This design comes from an exercise in tuning for small area on the open sky130 flow, not from production work.
In this exercise RTL edits were held to simulation tests only and were not proved equivalent to the original.
Power is estimated from default activity; no workload was simulated.

==> flow/design.v <==
package lsq_pkg;
	localparam int data_w = 32;
	localparam int addr_w = 10;
	localparam int off_w = 12;
	localparam int tag_w = 4;
	typedef logic [data_w-1:0] data_t;
	typedef logic [addr_w-1:0] addr_t;
	typedef logic [off_w-1:0]  off_t;
	typedef logic [tag_w-1:0]  tag_t;
	typedef enum logic {
		LS_LOAD  = 1'b0,
		LS_STORE = 1'b1
	} ls_op_t;
	localparam int DEF_ENTRIES = 6;
	localparam int DEF_CDB = 6;
	localparam int DEF_MEM_CREDITS = 2;
endpackage
`timescale 1ns/10ps
module lsq_top #(
	parameter int NUM_ENTRIES = lsq_pkg::DEF_ENTRIES,
	parameter int NUM_CDB     = lsq_pkg::DEF_CDB,
	parameter int MEM_CREDITS = lsq_pkg::DEF_MEM_CREDITS
) (
	input  logic                                clk,
	input  logic                                rst_n,
	input  logic                                disp_valid_i,
	input  logic                                disp_op_i,
	input  logic [lsq_pkg::data_w-1:0]          disp_base_i,
	input  logic [lsq_pkg::off_w-1:0]           disp_off_i,
	input  logic [lsq_pkg::data_w-1:0]          disp_val_i,
	input  logic [lsq_pkg::tag_w-1:0]           disp_tag_i,
	output logic                                disp_credit_o,
	input  logic [NUM_CDB-1:0]                  cdb_valid_i,
	input  logic [NUM_CDB*lsq_pkg::tag_w-1:0]   cdb_tag_i,
	input  logic [NUM_CDB*lsq_pkg::data_w-1:0]  cdb_data_i,
	output logic                                mem_req_o,
	output logic                                mem_we_o,
	output logic [lsq_pkg::addr_w-1:0]          mem_addr_o,
	output logic [lsq_pkg::data_w-1:0]          mem_wdata_o,
	output logic [$clog2(NUM_ENTRIES)-1:0]      mem_tag_o,
	input  logic                                mem_credit_i
);
	localparam int NE = 6;
	localparam int NC = 6;
	localparam int DW = lsq_pkg::data_w;
	localparam int AW = lsq_pkg::addr_w;
	localparam int TW = lsq_pkg::tag_w;
	logic [NE-1:0]         tail_q;
	logic [NE-1:0]         head_q;
	logic                  empty_q;
	logic [1:0]            mcred_q;    
	logic [NE-1:0]         op_q;
	logic [NE-1:0]         wait_q;     
	logic [NE-1:0][AW-1:0] addr_q;
	logic [NE-1:0][DW-1:0] data_q;     
	logic [NE-1:0]         alloc;
	logic                  issue;
	logic [AW-1:0]         new_addr;
	logic [DW-1:0]         new_val;
	logic                  tag_nz;
	assign alloc    = disp_valid_i ? tail_q : '0;
	assign new_addr = disp_base_i[AW-1:0] + disp_off_i[AW-1:0];
	assign tag_nz   = |disp_tag_i;
	assign new_val  = {disp_val_i[DW-1:TW], tag_nz ? disp_tag_i : disp_val_i[TW-1:0]};
	assign issue = !empty_q && !(|(head_q & wait_q)) && (|mcred_q);
	always_ff @(posedge clk) begin
		if (!rst_n) begin
			tail_q  <= NE'(1);
			head_q  <= NE'(1);
			empty_q <= 1'b1;
			mcred_q <= 2'd2;
		end else begin
			if (disp_valid_i)
				tail_q <= {tail_q[NE-2:0], tail_q[NE-1]};
			if (issue)
				head_q <= {head_q[NE-2:0], head_q[NE-1]};
			if (disp_valid_i)
				empty_q <= 1'b0;
			else if (issue)
				empty_q <= |({head_q[NE-2:0], head_q[NE-1]} & tail_q);
			if (issue && !mem_credit_i)
				mcred_q <= mcred_q - 1'b1;
			else if (!issue && mem_credit_i)
				mcred_q <= mcred_q + 1'b1;
		end
	end
	for (genvar s = 0; s < NE; s++) begin : g_slot
		logic [TW-1:0] look_tag;
		logic          look;
		logic [NC-1:0] sel;
		logic          hit;
		logic [DW-1:0] d_lo, d_hi, d_own, d_next;
		assign look_tag = alloc[s] ? disp_tag_i : data_q[s][TW-1:0];
		assign look     = alloc[s] ? tag_nz : wait_q[s];
		always_comb begin
			for (int b = 0; b < NC; b++)
				sel[b] = cdb_valid_i[b] && (cdb_tag_i[b*TW +: TW] == look_tag) && look;
		end
		assign hit = |sel;
		always_comb begin
			d_lo = '0;
			d_hi = '0;
			for (int b = 0; b < NC/2; b++) begin
				d_lo = d_lo | ({DW{sel[b]}} & cdb_data_i[b*DW +: DW]);
				d_hi = d_hi | ({DW{sel[b+NC/2]}} & cdb_data_i[(b+NC/2)*DW +: DW]);
			end
		end
		assign d_own  = ({DW{!alloc[s] && !hit}} & data_q[s]) | ({DW{alloc[s] && !hit}} & new_val);
		assign d_next = d_lo | d_hi | d_own;
		always_ff @(posedge clk) begin
			data_q[s] <= d_next;
			if (alloc[s]) begin
				op_q[s]   <= disp_op_i;
				addr_q[s] <= new_addr;
				wait_q[s] <= disp_op_i && tag_nz && !hit;
			end else if (hit) begin
				wait_q[s] <= 1'b0;
			end
		end
	end
	logic [AW-1:0] addr_lo, addr_hi;
	logic [DW-1:0] wdata_lo, wdata_hi;
	always_comb begin
		addr_lo  = '0;
		addr_hi  = '0;
		wdata_lo = '0;
		wdata_hi = '0;
		for (int s = 0; s < NE/2; s++) begin
			addr_lo  = addr_lo  | ({AW{head_q[s]}} & addr_q[s]);
			addr_hi  = addr_hi  | ({AW{head_q[s+NE/2]}} & addr_q[s+NE/2]);
			wdata_lo = wdata_lo | ({DW{head_q[s]}} & data_q[s]);
			wdata_hi = wdata_hi | ({DW{head_q[s+NE/2]}} & data_q[s+NE/2]);
		end
	end
	assign mem_addr_o  = addr_lo | addr_hi;
	assign mem_wdata_o = wdata_lo | wdata_hi;
	assign mem_we_o    = issue && (|(head_q & op_q));
	assign mem_tag_o     = {head_q[4] | head_q[5], head_q[2] | head_q[3], head_q[1] | head_q[3] | head_q[5]};
	assign mem_req_o     = issue;
	assign disp_credit_o = issue;
endmodule
==> flow/config.mk <==
export PLATFORM = sky130hd
export DESIGN_NAME = lsq_top
export DESIGN_NICKNAME = lsq_top
export VERILOG_FILES = /design/flow/design.v
export SDC_FILE = /design/flow/constraint.sdc
export NUM_CORES = 4
export LEC_CHECK = 0
export CAP_MARGIN = 10
export CORE_MARGIN = 2
export CORE_UTILIZATION = 30
export PLACE_DENSITY = 0.45
export SLEW_MARGIN = 10
==> flow/constraint.sdc <==
create_clock -name core_clock -period 5.0 [get_ports {clk}]
set_input_delay 1.0000 -clock core_clock [delete_from_list [all_inputs] [get_ports {clk}]]
set_output_delay 1.0000 -clock core_clock [all_outputs]
set_load 0.01 [all_outputs]
standard.sh (not shown) runs the stock make flow with config.mk's settings and CLKGATE_MAP_FILE= SYNTH_SCRIPT=/design/flow/synth_recipe.tcl, a recipe that flattens the netlist after the stock synthesis.
==> flow/flow/run.sh <==
#!/bin/bash
# The standard ORFS layout (standard.sh) with three changes:
#  - Yosys's ABC maps the logic for area: flow/abc_area.script replaces ORFS's
#    speed script in a copy of ORFS's scripts folder (registers are untouched)
#  - the port buffers are sky130_fd_sc_hd__buf_1
#  - CTS inserts no dummy loads and builds the tree from clkbuf_8, in clusters of
#    at most 12 sinks
# Each tool's output is in orfs/logs; make's own output is in standard.log.
set -u
work=$(pwd)
rm -rf "$work/scripts"
cp -r "$FLOW_HOME/scripts" "$work/scripts"
cp "$work/flow/abc_area.script" "$work/scripts/abc_speed.script"
export SCRIPTS_DIR="$work/scripts"
export BUFFER_PORTS_ARGS="-buffer_cell sky130_fd_sc_hd__buf_1"
export CTS_ARGS="-sink_clustering_enable -repair_clock_nets -dont_use_dummy_load -buf_list sky130_fd_sc_hd__clkbuf_8 -sink_clustering_size 12 -sink_clustering_max_diameter 60"
bash standard.sh > standard.log 2>&1
==> flow/flow/abc_area.script <==
strash
&get -n
&st
&dch -f
&nf -a -R 1000
&put
topo
The baseline passed the timing, DRC and antenna checks.
==> next run, changes <==
--- a/flow/flow/run.sh
+++ b/flow/flow/run.sh
@@ -6,3 +6,3 @@
 #  - CTS inserts no dummy loads and builds the tree from clkbuf_8, in clusters of
-#    at most 12 sinks
+#    at most 15 sinks
 # Each tool's output is in orfs/logs; make's own output is in standard.log.
@@ -15,3 +15,3 @@
 export BUFFER_PORTS_ARGS="-buffer_cell sky130_fd_sc_hd__buf_1"
-export CTS_ARGS="-sink_clustering_enable -repair_clock_nets -dont_use_dummy_load -buf_list sky130_fd_sc_hd__clkbuf_8 -sink_clustering_size 12 -sink_clustering_max_diameter 60"
+export CTS_ARGS="-sink_clustering_enable -repair_clock_nets -dont_use_dummy_load -buf_list sky130_fd_sc_hd__clkbuf_8 -sink_clustering_size 15 -sink_clustering_max_diameter 80"
 bash standard.sh > standard.log 2>&1
Result: Routed wire length is about the same. Cell area shrinks slightly. Global-route usage shrinks by 0.25 points. Total power shrinks by a few percent. Die area stays the same. Clock skew shrinks by 0.023 ns. Worst setup slack gets worse by 0.11 ns. Via count shrinks slightly. Area after synthesis stays the same. Combinational power hardly moves. Non-clock buffer count is unchanged.

port drivers added, routing unchanged:
No port has a modelled driver above. Below, the same layouts with a new extraction and two added sets of constraints.
Step 1 sets driving cells, clkbuf_16 on the clock port and buf_2 on the other inputs (assumed; they add their load-dependent delay and slew).
Step 2 adds t to the input delays and takes it off the output delays; t is the mean of the earliest and latest rising clock arrival at the registers after step 1. Input paths then give back, and output paths get back, about the clock's delay inside the block.
Slacks: ideal ports / drivers / drivers and shift; pairs: ideal ports / drivers.
run	shift t [ns]	setup slack, ns	worst setup path after step 2	clock arrival spread, ns
the first run	0.621	1.101 / 1.099 / 0.478	input to register	0.089 / 0.088
the second run	0.651	0.991 / 0.992 / 0.340	input to register	0.065 / 0.065
After both steps setup and hold are still met in every run listed. The setup slack of the second run, which loses most, moves by +0.001 ns with the drivers and by -0.651 ns with both steps.
